Source: an optimization exercise on an open RTL-to-GDS flow (aim: small area). Production flows keep margins and buffers that such runs may drop.
Where RTL was checked, it was by simulation tests only, not by an equivalence proof against the original.

==> build 77: inputs <==
==> flow/design.v <==
package pq_pkg;
    typedef enum logic [1:0] {
        IDLE = 2'b00,
        INS  = 2'b01,
        REM  = 2'b10
    } ctrl_state_t;
endpackage
`timescale 1ns/100ps
module value_router (
    input  logic [32-1:0] slot_key,
    input  logic [32-1:0] carry_key,
    input  logic                  compare_en,
    input  logic                  force_swap,
    output logic                  swap
);
    assign swap = force_swap | (compare_en & (slot_key < carry_key));
endmodule
`timescale 1ns/100ps
module queue_bram (
    input  logic                  clk,
    input  logic                  load,
    input  logic [32-1:0] load_data,
    input  logic                  swap,
    output logic [32-1:0] head,
    output logic [32-1:0] carry
);
    localparam int RING = 16 - 1;
    logic [32-1:0] ring [RING];
    assign head = ring[0];
    always_ff @(posedge clk) begin
        for (int i = 0; i < RING - 1; i++) ring[i] <= ring[i+1];
        ring[RING-1] <= swap ? carry : ring[0];
    end
    always_ff @(posedge clk) begin
        if (load)      carry <= load_data;
        else if (swap) carry <= ring[0];
    end
endmodule
`timescale 1ns/100ps
module queue_controller (
    input  logic       clk,
    input  logic       reset,
    input  logic       insert,
    input  logic       remove,
    output logic       load,
    output logic       compare_en,
    output logic       force_swap,
    output logic       busy,
    output logic       full,
    output logic       empty,
    output logic       data_valid
);
    localparam logic [3:0] LAST = 4'(16 - 2);
    pq_pkg::ctrl_state_t state;
    logic                run;
    logic [3:0]          ofs;
    logic [4:0]          cnt;
    logic idle, acc_rem, active, at_cnt, done, take;
    assign idle    = (state == pq_pkg::IDLE);
    assign full    = cnt[4];
    assign empty   = (cnt == '0);
    assign busy    = !idle;
    assign load    = idle && insert && !full;
    assign acc_rem = idle && remove && !empty;
    assign active     = (state == pq_pkg::INS) && (run || ofs == '0);
    assign at_cnt     = (ofs == cnt[3:0]);
    assign done       = active && (at_cnt || ofs == LAST);
    assign compare_en = active;
    assign force_swap = (active && at_cnt) || (data_valid && full);
    assign take       = data_valid;
    always_ff @(posedge clk) begin
        if (reset) begin
            state      <= pq_pkg::IDLE;
            run        <= 1'b0;
            ofs        <= '0;
            cnt        <= '0;
            data_valid <= 1'b0;
        end else begin
            run        <= active && !done;
            data_valid <= (acc_rem || (state == pq_pkg::REM && !data_valid)) && ofs == LAST;
            if (!take) ofs <= (ofs == LAST) ? '0 : ofs + 1'b1;
            case (state)
                pq_pkg::IDLE: begin
                    if (load)         state <= pq_pkg::INS;
                    else if (acc_rem) state <= pq_pkg::REM;
                end
                pq_pkg::INS: if (done) begin
                    state <= pq_pkg::IDLE;
                    cnt   <= cnt + 1'b1;
                end
                pq_pkg::REM: if (take) begin
                    state <= pq_pkg::IDLE;
                    cnt   <= cnt - 1'b1;
                end
                default: state <= pq_pkg::IDLE;
            endcase
        end
    end
endmodule
`timescale 1ns/100ps
module priority_queue_top (
    input  logic                  clk,
    input  logic                  reset,
    input  logic                  insert,
    input  logic [32-1:0] insert_data,
    input  logic                  remove,
    output logic                  busy,
    output logic                  full,
    output logic                  empty,
    output logic [32-1:0] data_out,
    output logic                  data_valid
);
    logic                  load;
    logic                  compare_en;
    logic                  force_swap;
    logic                  swap;
    logic [32-1:0] head;
    logic [32-1:0] carry;
    queue_controller u_ctrl (
        .clk        (clk),
        .reset      (reset),
        .insert     (insert),
        .remove     (remove),
        .load       (load),
        .compare_en (compare_en),
        .force_swap (force_swap),
        .busy       (busy),
        .full       (full),
        .empty      (empty),
        .data_valid (data_valid)
    );
    value_router u_router (
        .slot_key   (head),
        .carry_key  (carry),
        .compare_en (compare_en),
        .force_swap (force_swap),
        .swap       (swap)
    );
    queue_bram u_bram (
        .clk       (clk),
        .load      (load),
        .load_data (insert_data),
        .swap      (swap),
        .head      (head),
        .carry     (carry)
    );
    assign data_out = head;
endmodule
==> flow/run.sh <==
#!/bin/bash
# synth_recipe.tcl (not shown) runs the flow's synth.tcl, then flattens the netlist and writes it again
# the make line also repeats each setting of config.mk as NAME=value (left out here)
make -C /OpenROAD-flow-scripts/flow DESIGN_CONFIG=/design/flow/config.mk WORK_HOME=/design/flow/orfs CLKGATE_MAP_FILE= SYNTH_SCRIPT=/design/flow/synth_recipe.tcl finish
==> flow/config.mk <==
export PLATFORM = sky130hd
export DESIGN_NAME = priority_queue_top
export DESIGN_NICKNAME = priority_queue_top
export VERILOG_FILES = /design/flow/design.v
export SDC_FILE = /design/flow/constraint.sdc
export NUM_CORES = 4
export LEC_CHECK = 0
export CAP_MARGIN = 20
export CORE_MARGIN = 2
export CORE_UTILIZATION = 40
export PLACE_DENSITY = 0.6
export SLEW_MARGIN = 20
==> flow/constraint.sdc <==
create_clock -name core_clock -period 6.0 [get_ports {clk}]
set_input_delay 1.2000 -clock core_clock [delete_from_list [all_inputs] [get_ports {clk}]]
set_output_delay 1.2000 -clock core_clock [all_outputs]
set_load 0.01 [all_outputs]
==> build 42: changes against build 77 <==
--- a/flow/design.v
+++ b/flow/design.v
@@ -13,7 +13,14 @@
     input  logic                  force_swap,
     output logic                  swap
 );
-    assign swap = force_swap | (compare_en & (slot_key < carry_key));
+    logic lt;
+    always_comb begin
+        lt = 1'b0;
+        for (int i = 0; i < 32; i++) begin
+            lt = (slot_key[i] != carry_key[i]) ? carry_key[i] : lt;
+        end
+    end
+    assign swap = force_swap | (compare_en & lt);
 endmodule
 `timescale 1ns/100ps
 module queue_bram (
@@ -31,9 +38,14 @@
         for (int i = 0; i < RING - 1; i++) ring[i] <= ring[i+1];
         ring[RING-1] <= swap ? carry : ring[0];
     end
+    logic sel_load, sel_swap, sel_hold;
+    assign sel_load = load;
+    assign sel_swap = swap & ~load;
+    assign sel_hold = ~(swap | load);
     always_ff @(posedge clk) begin
-        if (load)      carry <= load_data;
-        else if (swap) carry <= ring[0];
+        carry <= ({32{sel_load}} & load_data)
+               | ({32{sel_swap}} & ring[0])
+               | ({32{sel_hold}} & carry);
     end
 endmodule
 `timescale 1ns/100ps
@@ -50,50 +62,56 @@
     output logic       empty,
     output logic       data_valid
 );
-    localparam logic [3:0] LAST = 4'(16 - 2);
-    pq_pkg::ctrl_state_t state;
-    logic                run;
-    logic [3:0]          ofs;
-    logic [4:0]          cnt;
-    logic idle, acc_rem, active, at_cnt, done, take;
-    assign idle    = (state == pq_pkg::IDLE);
-    assign full    = cnt[4];
-    assign empty   = (cnt == '0);
+    localparam logic [3:0] S0  = 4'b0001;
+    localparam logic [3:0] S1  = 4'b0010;
+    localparam logic [3:0] S14 = 4'b1000;
+    function automatic logic [3:0] step_up(input logic [3:0] s);
+        step_up = {s[2:0], s[3] ^ s[2]};
+    endfunction
+    function automatic logic [3:0] step_down(input logic [3:0] s);
+        step_down = {s[0] ^ s[3], s[3:1]};
+    endfunction
+    logic       ins;
+    logic       run;
+    logic       rem;
+    logic [3:0] ofs;
+    logic [3:0] cnt_code;
+    logic       cnt_hi;
+    logic idle, acc_rem, at_head, at_last, at_cnt, active, done;
+    assign idle    = !(ins || rem);
+    assign full    = cnt_hi && (cnt_code == S1);
+    assign empty   = !cnt_hi && (cnt_code == S0);
     assign busy    = !idle;
+    assign at_head = (ofs == S0);
+    assign at_last = (ofs == S14);
+    assign at_cnt  = !cnt_hi && (ofs == cnt_code);
     assign load    = idle && insert && !full;
     assign acc_rem = idle && remove && !empty;
-    assign active     = (state == pq_pkg::INS) && (run || ofs == '0);
-    assign at_cnt     = (ofs == cnt[3:0]);
-    assign done       = active && (at_cnt || ofs == LAST);
+    assign data_valid = rem && at_head;
+    assign active     = ins && (run || at_head);
+    assign done       = active && (at_cnt || at_last);
     assign compare_en = active;
     assign force_swap = (active && at_cnt) || (data_valid && full);
-    assign take       = data_valid;
     always_ff @(posedge clk) begin
         if (reset) begin
-            state      <= pq_pkg::IDLE;
-            run        <= 1'b0;
-            ofs        <= '0;
-            cnt        <= '0;
-            data_valid <= 1'b0;
+            ins      <= 1'b0;
+            run      <= 1'b0;
+            rem      <= 1'b0;
+            ofs      <= S0;
+            cnt_code <= S0;
+            cnt_hi   <= 1'b0;
         end else begin
-            run        <= active && !done;
-            data_valid <= (acc_rem || (state == pq_pkg::REM && !data_valid)) && ofs == LAST;
-            if (!take) ofs <= (ofs == LAST) ? '0 : ofs + 1'b1;
-            case (state)
-                pq_pkg::IDLE: begin
-                    if (load)         state <= pq_pkg::INS;
-                    else if (acc_rem) state <= pq_pkg::REM;
-                end
-                pq_pkg::INS: if (done) begin
-                    state <= pq_pkg::IDLE;
-                    cnt   <= cnt + 1'b1;
-                end
-                pq_pkg::REM: if (take) begin
-                    state <= pq_pkg::IDLE;
-                    cnt   <= cnt - 1'b1;
-                end
-                default: state <= pq_pkg::IDLE;
-            endcase
+            ins <= load || (ins && !done);
+            run <= active && !done;
+            rem <= acc_rem || (rem && !data_valid);
+            ofs <= data_valid ? S0 : step_up(ofs);
+            if (done) begin
+                cnt_code <= step_up(cnt_code);
+                if (cnt_code == S14) cnt_hi <= 1'b1;
+            end else if (data_valid) begin
+                cnt_code <= step_down(cnt_code);
+                if (cnt_code == S0) cnt_hi <= 1'b0;
+            end
         end
     end
 endmodule
==> flow/flow/run.sh (new file) <==
#!/bin/bash
# Standard layout with four changes: synthesis maps the logic with an
# area-oriented ABC script, the port buffers use the smallest buffer cell,
# the clock tree uses small clkbuf_4 leaves without dummy loads, and cells
# with slack to spare are sized down after placement.
set -euo pipefail
here=$(pwd)
# ORFS scripts as shipped, but with ABC's mapping script replaced
cp -r "$FLOW_HOME/scripts" "$here/orfs_scripts"
cp "$here/flow/abc_area.script" "$here/orfs_scripts/abc_speed.script"
export SCRIPTS_DIR="$here/orfs_scripts"
export BUFFER_PORTS_ARGS="-buffer_cell sky130_fd_sc_hd__buf_1"
export CTS_ARGS="-sink_clustering_enable -repair_clock_nets -sink_clustering_size 12 -sink_clustering_max_diameter 30 -buf_list sky130_fd_sc_hd__clkbuf_4 -dont_use_dummy_load"
export POST_RESIZE_TCL="$here/flow/downsize.tcl"
bash standard.sh > standard.log 2>&1
==> flow/flow/abc_area.script (new file) <==
strash
dc2
dch -f
map -a
topo
stime -c
==> flow/flow/downsize.tcl (new file) <==
# Size down cells that have slack to spare
log_cmd repair_timing -recover_power 100
==> flow/standard.sh (new file) <==
#!/bin/bash
# synth_recipe.tcl (not shown) runs the flow's synth.tcl, then flattens the netlist and writes it again
# the make line also repeats each setting of config.mk as NAME=value (left out here)
make -C /OpenROAD-flow-scripts/flow DESIGN_CONFIG=/design/flow/config.mk WORK_HOME=/design/flow/orfs CLKGATE_MAP_FILE= SYNTH_SCRIPT=/design/flow/synth_recipe.tcl "${@:-finish}"
- CORE_UTILIZATION: 40 -> 70
- PLACE_DENSITY: 0.6 -> 0.8
removed: flow/run.sh
==> trial 55: changes against build 77 <==
--- a/flow/design.v
+++ b/flow/design.v
@@ -13,7 +13,14 @@
     input  logic                  force_swap,
     output logic                  swap
 );
-    assign swap = force_swap | (compare_en & (slot_key < carry_key));
+    logic lt;
+    always_comb begin
+        lt = 1'b0;
+        for (int i = 0; i < 32; i++) begin
+            lt = (slot_key[i] != carry_key[i]) ? carry_key[i] : lt;
+        end
+    end
+    assign swap = force_swap | (compare_en & lt);
 endmodule
 `timescale 1ns/100ps
 module queue_bram (
- ABC_AREA: unset -> 1
- CORE_UTILIZATION: 40 -> 70
- CTS_BUF_LIST: unset -> sky130_fd_sc_hd__clkbuf_4 sky130_fd_sc_hd__clkbuf_8
- PLACE_DENSITY: 0.6 -> 0.8
==> impl_metrics.toml <==
[final_layout]
multi_input_comb_cells = 213
regArea_um2 = 10800

[min_path]
hp-start = "u_bram.ring[4][2]"

[critical_path]
crit_family = "simple AND/OR/NAND/NOR gates"
cp_data_required_time_ns = 4.80

[outcome]
status = "timing/DRC/antenna clean"

[power]
p_clk_share_pct = 33.1

[sta]
slew_headroom_pct = 58.0

[synthesis]
yosys.area_share.simple_pct = 2.24
synthAdderAreaFrac_pct = 3.72
synthCells = 786

[placed_design]
dp_hpwl_mm = 11.3
(the above is from build 77)
==> impl_metrics.toml <==
[outcome]
status = "timing/DRC/antenna clean"

[critical_path]
crit_family = "compound AO/OA/AOI/OAI gates"
cp_data_required_time_ns = 6.53

[final_layout]
regArea_um2 = 10500
multi_input_comb_cells = 259

[synthesis]
synthAdderAreaFrac_pct = 0.415
synthCells = 838

[min_path]
hp-start = "u_bram.ring[12][29]"

[sta]
slew_headroom_pct = 29.1
(the above is from build 42)
==> impl_metrics.toml <==
[synthesis]
synthAdderAreaFrac_pct = 0.738
yosys.area_share.simple_pct = 8.66
synthCells = 955

[outcome]
status = "timing/DRC/antenna clean"

[critical_path]
crit_family = "simple AND/OR/NAND/NOR gates"

[final_layout]
multi_input_comb_cells = 330

[sta]
finalCritPeriodShare_pct = 62.0
slew_headroom_pct = 42.5

[min_path]
hp-start = "u_bram.ring[9][0]"
(the above is from trial 55)
The RTL of trial 55 was laid out without a check of its function.

-- static timing again, ports no longer ideal --
The flow's constraints put no driver on any port. The routed layouts listed below were extracted and timed again, unchanged, in two steps.
Step 1: set_driving_cell puts a clkbuf_16 on clk and a buf_2 on each other input, an assumption about the parent block.
Step 2 moves the port delays by t, midway between the first and last clock arrival at a register: inputs arrive t later, outputs are due t later. That takes back most of the time a late clock gives input paths.
Slacks: ideal / step 1 / step 2; pairs: ideal / step 1.
run	shift t [ns]	setup slack, ns	worst slew at a driven data input, ns	pins driven straight from the clock port
build 77	0.591	2.630 / 2.580 / 2.952	0.06	1
build 42	0.698	0.766 / 0.766 / 0.766	0.04	1
trial 55	0.605	2.281 / 2.281 / 2.281	0.04	1
After both steps setup and hold are still met in every run listed.
